What follows belongs to an exercise in optimizing a design on an open flow for small area, a short achievable clock period and few clock cycles; a production flow would make more cautious choices. For this run, only the layout was checked, not whether the RTL still works.

<file path="design/flow/config.mk">
export PLATFORM = sky130hd
export DESIGN_NAME = earliest_finish_server_assign_top
export DESIGN_NICKNAME = earliest_finish_server_assign_top
export VERILOG_FILES = /design/flow/design.v
export SDC_FILE = /design/flow/constraint.sdc
export NUM_CORES = 4
export LEC_CHECK = 0
export CAP_MARGIN = 20
export CORE_MARGIN = 2
export CORE_UTILIZATION = 40
export SLEW_MARGIN = 20
</file>
<file path="design/flow/constraint.sdc">
create_clock -name core_clock -period 9.0 [get_ports {clk}]
set_input_delay 1.8000 -clock core_clock [delete_from_list [all_inputs] [get_ports {clk}]]
set_output_delay 1.8000 -clock core_clock [all_outputs]
set_load 0.01 [all_outputs]
</file>
<file path="design/flow/design.v">
package efsa_pkg;
    localparam int MAX_SERVERS = 16;
    localparam int SRV_W       = (MAX_SERVERS > 1) ? $clog2(MAX_SERVERS) : 1;
    localparam int CNT_W       = $clog2(MAX_SERVERS + 1);
    localparam int MODE_W      = 2;
    localparam int INDEX_W     = 4;
    localparam int AMOUNT_W    = 8;
    localparam int UNIT_W      = 8;
    localparam int PROD_W      = AMOUNT_W + UNIT_W;
    localparam int TIME_W      = 32;
    localparam int CFG_W       = 5;
    localparam int QUEUE_DEPTH = 2;
    localparam int QPTR_W      = $clog2(QUEUE_DEPTH);
    localparam int QCNT_W      = $clog2(QUEUE_DEPTH + 1);
    localparam int REQ_W       = MODE_W + INDEX_W + AMOUNT_W;
    localparam int RES_W       = INDEX_W + TIME_W + TIME_W + 1;
    typedef enum logic [MODE_W-1:0] {
        OP_LOAD  = 2'd0,
        OP_JOB   = 2'd1,
        OP_CLEAR = 2'd2,
        OP_NOP   = 2'd3
    } op_t;
    typedef struct packed {
        op_t                 op;
        logic [INDEX_W-1:0]  server_index;
        logic [AMOUNT_W-1:0] amount;
    } request_t;
    typedef struct packed {
        logic [INDEX_W-1:0] assigned_server;
        logic [TIME_W-1:0]  server_finish;
        logic [TIME_W-1:0]  makespan;
        logic               saturated;
    } result_t;
    function automatic logic [CNT_W-1:0] servers_in_use(input logic [CFG_W-1:0] cfg);
        logic [CNT_W-1:0] n;
        n = '0;
        if (cfg == '0)
        begin
            n = CNT_W'(1);
        end
        else if (32'(cfg) > 32'(MAX_SERVERS))
        begin
            n = CNT_W'(MAX_SERVERS);
        end
        else
        begin
            n = CNT_W'(cfg);
        end
        servers_in_use = n;
    endfunction
endpackage
module earliest_finish_server_assign_top (
    input  logic                           clk,
    input  logic                           rst_n,
    input  logic                           push,
    output logic                           full,
    input  logic [efsa_pkg::MODE_W-1:0]    mode,
    input  logic [efsa_pkg::INDEX_W-1:0]   server_index,
    input  logic [efsa_pkg::AMOUNT_W-1:0]  amount,
    output logic                           empty,
    input  logic                           pop,
    output logic [efsa_pkg::INDEX_W-1:0]   assigned_server,
    output logic [efsa_pkg::TIME_W-1:0]    server_finish,
    output logic [efsa_pkg::TIME_W-1:0]    makespan,
    output logic                           saturated,
    input  logic                           cfg_valid,
    output logic                           cfg_ready,
    input  logic [efsa_pkg::CFG_W-1:0]     num_servers
);
    localparam int NS = efsa_pkg::MAX_SERVERS;
    localparam int TW = efsa_pkg::TIME_W;
    localparam int SW = efsa_pkg::SRV_W;
    localparam int CW = efsa_pkg::CNT_W;
    logic [efsa_pkg::CFG_W-1:0]    cfg_reg;
    logic [CW-1:0]                 placed_reg;
    logic [TW-1:0]                 longest_reg;
    logic [SW-1:0]                 l_idx  [NS];    
    logic [TW-1:0]                 l_fin  [NS];    
    logic                          l_done [NS];    
    logic [efsa_pkg::UNIT_W-1:0]   unit_reg [NS];
    logic [efsa_pkg::UNIT_W-1:0]   head_unit;      
    logic                          rq_valid;
    logic [efsa_pkg::MODE_W-1:0]   rq_mode;
    logic [SW-1:0]                 rq_idx;
    logic [efsa_pkg::AMOUNT_W-1:0] rq_amt;
    logic                          res_valid;
    logic [SW-1:0]                 res_srv;
    logic [TW-1:0]                 res_fin;
    logic                          res_sat;
    logic [CW-1:0] n_eff;
    logic          resorting;
    logic          res_ok;
    logic          adv;
    logic          is_load, is_job, is_clear;
    logic          do_job, do_load, do_clear, do_step, do_insert;
    assign n_eff     = efsa_pkg::servers_in_use(cfg_reg);
    assign resorting = !l_done[0];
    assign res_ok    = !res_valid || pop;
    assign is_load   = (rq_mode == efsa_pkg::OP_LOAD);
    assign is_job    = (rq_mode == efsa_pkg::OP_JOB);
    assign is_clear  = (rq_mode == efsa_pkg::OP_CLEAR);
    assign adv       = rq_valid && res_ok && !(is_job && resorting);
    assign do_job    = adv && is_job;
    assign do_load   = adv && is_load;
    assign do_clear  = adv && is_clear;
    assign do_step   = resorting && !do_clear;
    assign do_insert = do_job || do_step;
    assign full      = rq_valid && !adv;
    assign cfg_ready = 1'b1;
    assign empty     = !res_valid;
    logic [SW-1:0]                  c;
    logic [efsa_pkg::PROD_W-1:0]    prod;
    logic [TW:0]                    sum;
    logic                           sat;
    logic [TW-1:0]                  fin_new;
    logic [TW-1:0]                  k_fin;
    logic                           k_inact, k_pl;
    assign c       = l_idx[0];
    assign prod    = efsa_pkg::PROD_W'(rq_amt) * efsa_pkg::PROD_W'(head_unit);
    assign sum     = {1'b0, l_fin[0]} + (TW + 1)'(prod);
    assign sat     = sum[TW];
    assign fin_new = sat ? '1 : sum[TW-1:0];
    assign k_fin   = resorting ? l_fin[0] : fin_new;
    assign k_inact = (CW'(c) >= n_eff);
    assign k_pl    = resorting ? (CW'(c) < placed_reg) : 1'b1;
    logic [NS-2:0] ahead;
    always_comb
    begin
        for (int j = 0; j < NS - 1; j++)
        begin
            logic e_inact, e_pl;
            e_inact = (CW'(l_idx[j+1]) >= n_eff);
            e_pl    = (CW'(l_idx[j+1]) < placed_reg);
            if (!l_done[j+1])
                ahead[j] = 1'b1;
            else if (e_inact != k_inact)
                ahead[j] = !e_inact;
            else if (e_pl != k_pl)
                ahead[j] = !e_pl;
            else
                ahead[j] = ({l_fin[j+1], l_idx[j+1]} < {k_fin, c});
        end
    end
    logic [NS-1:0] take_next, take_key;
    always_comb
    begin
        for (int j = 0; j < NS; j++)
        begin
            take_next[j] = (j < NS - 1) ? ahead[j] : 1'b0;
            take_key[j]  = !take_next[j] && ((j == 0) ? 1'b1 : ahead[j-1]);
        end
    end
    always_ff @(posedge clk or negedge rst_n)
    begin
        if (!rst_n)
        begin
            cfg_reg     <= efsa_pkg::CFG_W'(NS);
            placed_reg  <= '0;
            longest_reg <= '0;
            rq_valid    <= 1'b0;
            res_valid   <= 1'b0;
            for (int j = 0; j < NS; j++)
            begin
                l_idx[j]  <= SW'(j);
                l_fin[j]  <= '0;
                l_done[j] <= 1'b1;
            end
        end
        else
        begin
            if (cfg_valid)
            begin
                cfg_reg <= num_servers;
            end
            if (push && !full)
                rq_valid <= 1'b1;
            else if (adv)
                rq_valid <= 1'b0;
            if (adv)
                res_valid <= 1'b1;
            else if (pop)
                res_valid <= 1'b0;
            if (do_clear)
            begin
                placed_reg  <= '0;
                longest_reg <= '0;
                for (int j = 0; j < NS; j++)
                begin
                    l_idx[j]  <= SW'(j);
                    l_fin[j]  <= '0;
                    l_done[j] <= 1'b1;
                end
            end
            else if (cfg_valid)
            begin
                for (int j = 0; j < NS; j++)
                    l_done[j] <= 1'b0;
            end
            else
            begin
                if (do_job)
                begin
                    if (placed_reg < n_eff)
                        placed_reg <= placed_reg + CW'(1);
                    if (fin_new > longest_reg)
                        longest_reg <= fin_new;
                end
                if (do_insert)
                begin
                    for (int j = 0; j < NS; j++)
                    begin
                        if (take_next[j])
                        begin
                            l_idx[j]  <= l_idx[j+1];
                            l_fin[j]  <= l_fin[j+1];
                            l_done[j] <= l_done[j+1];
                        end
                        else if (take_key[j])
                        begin
                            l_idx[j]  <= c;
                            l_fin[j]  <= k_fin;
                            l_done[j] <= 1'b1;
                        end
                    end
                end
            end
        end
    end
    always_ff @(posedge clk)
    begin
        if (push && !full)
        begin
            rq_mode <= mode;
            rq_idx  <= server_index;
            rq_amt  <= amount;
        end
        if (adv)
        begin
            res_srv <= do_job ? c : '0;
            res_fin <= do_job ? fin_new : '0;
            res_sat <= do_job && sat;
        end
        if (do_load)
        begin
            unit_reg[rq_idx] <= rq_amt;
        end
    end
    logic [SW-1:0]               nh_idx;
    logic [efsa_pkg::UNIT_W-1:0] u_e1, u_h0;
    assign u_e1 = (do_load && rq_idx == l_idx[1]) ? rq_amt : unit_reg[l_idx[1]];
    assign u_h0 = (do_load && rq_idx == l_idx[0]) ? rq_amt : head_unit;
    always_ff @(posedge clk)
    begin
        if (do_clear)
            head_unit <= unit_reg[0];
        else if (do_insert && ahead[0] && !cfg_valid)
            head_unit <= u_e1;
        else
            head_unit <= u_h0;
    end
    assign assigned_server = res_srv;
    assign server_finish   = res_fin;
    assign makespan        = longest_reg;
    assign saturated       = res_sat;
endmodule
</file>
<file path="design/flow/run.sh">
#!/bin/bash
# synth_recipe.tcl (not shown) runs the flow's synth.tcl, then flattens the netlist and writes it again
# the make line also repeats each setting of config.mk as NAME=value (left out here)
make -C /OpenROAD-flow-scripts/flow DESIGN_CONFIG=/design/flow/config.mk WORK_HOME=/design/flow/orfs CLKGATE_MAP_FILE= SYNTH_SCRIPT=/design/flow/synth_recipe.tcl finish
</file>
==> results.txt <==
==> final timing paths <==
path / start / slack [ps] / to
worst max register to register: rq_amt[1]$_DFFE_PP_ / 340 / l_fin[12][22]$_DFFE_PN0P_
worst min register to register: l_fin[15][19]$_DFFE_PN0P_ / 530 / l_fin[15][19]$_DFFE_PN0P_
worst min-delay path: l_fin[15][19]$_DFFE_PN0P_ / 530 / l_fin[15][19]$_DFFE_PN0P_
max in group asynchronous: rst_n / 5890 / l_fin[0][11]$_DFFE_PN0P_
min in group asynchronous: rst_n / 1060 / l_fin[14][10]$_DFFE_PN0P_
worst max-delay path: rq_amt[1]$_DFFE_PP_ / 340 / l_fin[12][22]$_DFFE_PN0P_
==> per-stage QoR <==
step | TNS [ps] | cells | instance area [sq um] | worst slack [ps] | hold WS [ps]
global route | -16.0 | 8042 | 65600 | -16.0 | 557
detailed placement | -2820 | 7844 | 61700 | -137 | 520
CTS | 0 | 8029 | 65200 | 2.13 | 534
floorplan | 0 | 5937 | 57000 | 352 | 479
finish | 0 | 8044 | 65600 | 336 | 528
global placement | 0 | 7844 | 61700 | 11.9 | 509
==> layer usage <==
metal	GRT usage	vias to the layer above	routed length, microns
met5	0	-	19
met4	0.107	4	8380
met3	0.0440	437	13200
met2	0.412	1720	87600
met1	0.371	23585	87300
li1	-	21955	-
==> kinds of logic (layout without fill, tap and decap cells) <==
group / Yosys count / count (layout)
compound gates: 1644 / 1645
buf+inv: 633 / 846
other cells: 1 / 3
mux: 536 / 536
flops: 823 / 823
simple gates: 1529 / 1530
fa+ha+maj: 739 / 739
xor+xnor: 32 / 32
==> cell type report <==
class | count | area (sq um) | area share
tap | 1890 | 2360 | 0.0361
antenna | 2 | 5.00 | 0.0000763
timing repair buffer | 408 | 3930 | 0.0599
sequential | 823 | 21600 | 0.329
inverter | 254 | 961 | 0.0147
multi-input combinational | 4483 | 33200 | 0.507
clock buffer | 138 | 2830 | 0.0432
clock inverter | 46 | 668 | 0.0102
==> repair_timing <==
action                                  4_1_cts  5_1_grt
cloned                                        1        1
gates resized for setup                       1       44
endpoints found under the setup margin       25      572
pin swaps                                     1        3
setup buffers                                 0       12
endpoints found under the hold margin         0        0
==> synth_stat cells (all sizes together) (50+ instances only) <==
master / count
nand4: 122
a211oi: 68
o21ai: 487
a21o: 178
nand2b: 57
ha: 683
and2: 56
edfxtp: 187
mux2i: 484
nand3: 235
nor2: 450
buf: 131
dfrtp: 587
inv: 251
nand2: 448
clkbuf: 248
a21oi: 624
fa: 50
==> worst max-delay path: cells and delay by family, from the launching register on <==
kind	cells	cell delay, ps
AOI/OAI and AO/OA	8	1910
adders and majority gates	6	2640
buffers and inverters	7	1390
DFF	1	480
muxes	3	760
and+or+nand+nor	5	1340
==> cell usage in the layout, fill, tap and decap left out, types with 21 or more instances in the layout <==
cell and count:
nand2_1 445, o31ai_1 28, and2_1 54, mux4_2 40, o21a_1 34, mux2i_1 484, nand3_1 234, o211ai_1 26
a221oi_1 36, buf_12 49, dfstp_2 49, dfrtp_1 587, nor2_1 444, edfxtp_1 187, o21ai_0 463, inv_1 247
a21oi_1 610, buf_4 261, a211oi_1 65, nor3_1 35, a21o_1 177, ha_1 683, nand2b_1 56, clkbuf_16 99
nand4_1 120, clkbuf_8 21, clkdlybuf4s50_1 92, fa_1 50
==> metrics.md <==
| Metric | Value |
|---|---|
| Worst-skew pair later-pin latency | `760 ps` |
| Num ports | `96` |
| CP max stage delay | `600 ps` |
| Post-Synth Adder-Cell Area | `0.168` |
| Reg2reg path depth | `29` |
| Die Ht | `382 microns` |
| Final Skew | `59.1 ps` |
| Largest register FFs | `512` |
| Post-synth EDFFs | `187` |
| Core ar. | `0.142 sq mm` |
| YS warnings | `4` |
| Setup crit start kind | `flop` |
| Longest Clk Path Bufs | `3` |
| Worst hold path type | `flop to flop` |
| Top cell type's share of synthesized area | `0.258` |
| Drt first pass iters | `6` |
| RD Place Congestion | `0.929` |
| Crit-path max FO | `18` |
| Slew Limit Fails | `0` |
| Main combinational cell family by area after synthesis | `compound AO/OA/AOI/OAI gates` |
| Max-cap violations | `0` |
| Synth cell types | `101` |
| Compound-cell area share of the yosys netlist | `0.173` |
| Post-synthesis mux area share | `0.103` |
| Iteration-0 DRC Markers | `4364` |
| Max transition margin | `0.113` |
| Routed length per placed instance | `24.4 microns` |
| Kind of critical path | `flop to flop` |
| CP endpoint kind | `flop` |
| Initial antenna violation count | `4` |
| Cell Area, Synth | `0.0570 sq mm` |
| Fmax | `115 MHz` |
| Final min period | `8660 ps` |
| Mean post-synth cell area | `9.61 sq um` |
| Synth Area in XOR/XNOR | `0.00491` |
| Via density | `5.93` |
| Endpoints failing hold | `0` |
| Ratio of final minimum period to clock period | `0.963` |
| Slowest CP cell | `o21ai_0` |
| Global-route wire length before repair | `300 mm` |
| Vias in the first global route | `46752` |
| Initial Util | `0.403` |
| Root Buffer | `clkbuf_16` |
| Main flop type after synthesis | `dfrtp_1` |
| CTS Hold Bufs | `0` |
| Endpoints failing setup | `0` |
| Req. time, crit path | `9610 ps` |
| Post-Syn Instances | `5937` |
| Share of cells above drive strength 1 | `0.112` |
| HPWL after detailed placement | `143 mm` |
| Largest net degree at the start of global routing | `186` |
| WHS Path Cells | `2` |
| Overall routing resource usage | `0.267` |
| Worst-path clk slew | `60 ps` |
| Final nets | `6825` |
| Status | `complete, no violations` |
| Critical path arrival | `9270 ps` |
| Die W | `382 microns` |
| Area leader, netlist | `dfrtp_1` |
| Post-synth ARST share | `0.773` |
| Post-synth net total | `6694` |
| Full die area | `0.146 sq mm` |
| IO Port Bufs | `94` |
| Fin util | `0.463` |
| Area growth syn-to-layout | `15.0%` |
| Cell Rows | `138` |
| Simple-gate share of the synthesized area | `0.125` |
| Sequential area share after synthesis | `0.379` |
| FF+latch count, synth | `823` |
| Worst-margin pin slew | `1330 ps` |
| Filler Cells Inserted | `13356` |
| CTS buffer count | `98` |
| Routed WL | `196 mm` |
| Largest cells by area after synthesis | `dfrtp_1 26%, ha_1 15%, edfxtp_1 9.8%, mux2i_1 8.5%, a21oi_1 5.4%` |
| DR DRC count | `0` |
| H-tree depth | `3` |
| Num Clock Sinks | `823` |
| Via count | `47701` |
| Overflow after GRT | `0` |
| Post-route ant nets | `0` |
| CTS tree | `yes` |

-- port drivers added, routing unchanged --
How much do the figures lean on ideal ports? The routed layout below was timed once more, with nothing changed but the port constraints.
Step 1 (the two cells are an assumption about what drives the block):
set clk [get_ports {clk}]
set_driving_cell -lib_cell sky130_fd_sc_hd__clkbuf_16 $clk
set_driving_cell -lib_cell sky130_fd_sc_hd__buf_2 [delete_from_list [all_inputs] $clk]
Step 2 moves the port delays by t, midway between the first and last clock arrival at a register: inputs arrive t later, outputs are due t later. That takes back most of the time a late clock gives input paths.
Slacks: ideal ports / drivers / drivers and shift; pairs: ideal ports / drivers.
t (ns): 0.806
setup WS [ns]: 0.336 / 0.336 / 0.336
worst hold slack (ns): 0.528 / 0.528 / 0.528
After both steps setup and hold are still met in this run. For this run, drivers alone change the setup slack by 0.000 ns; drivers and shift together by 0.000 ns.
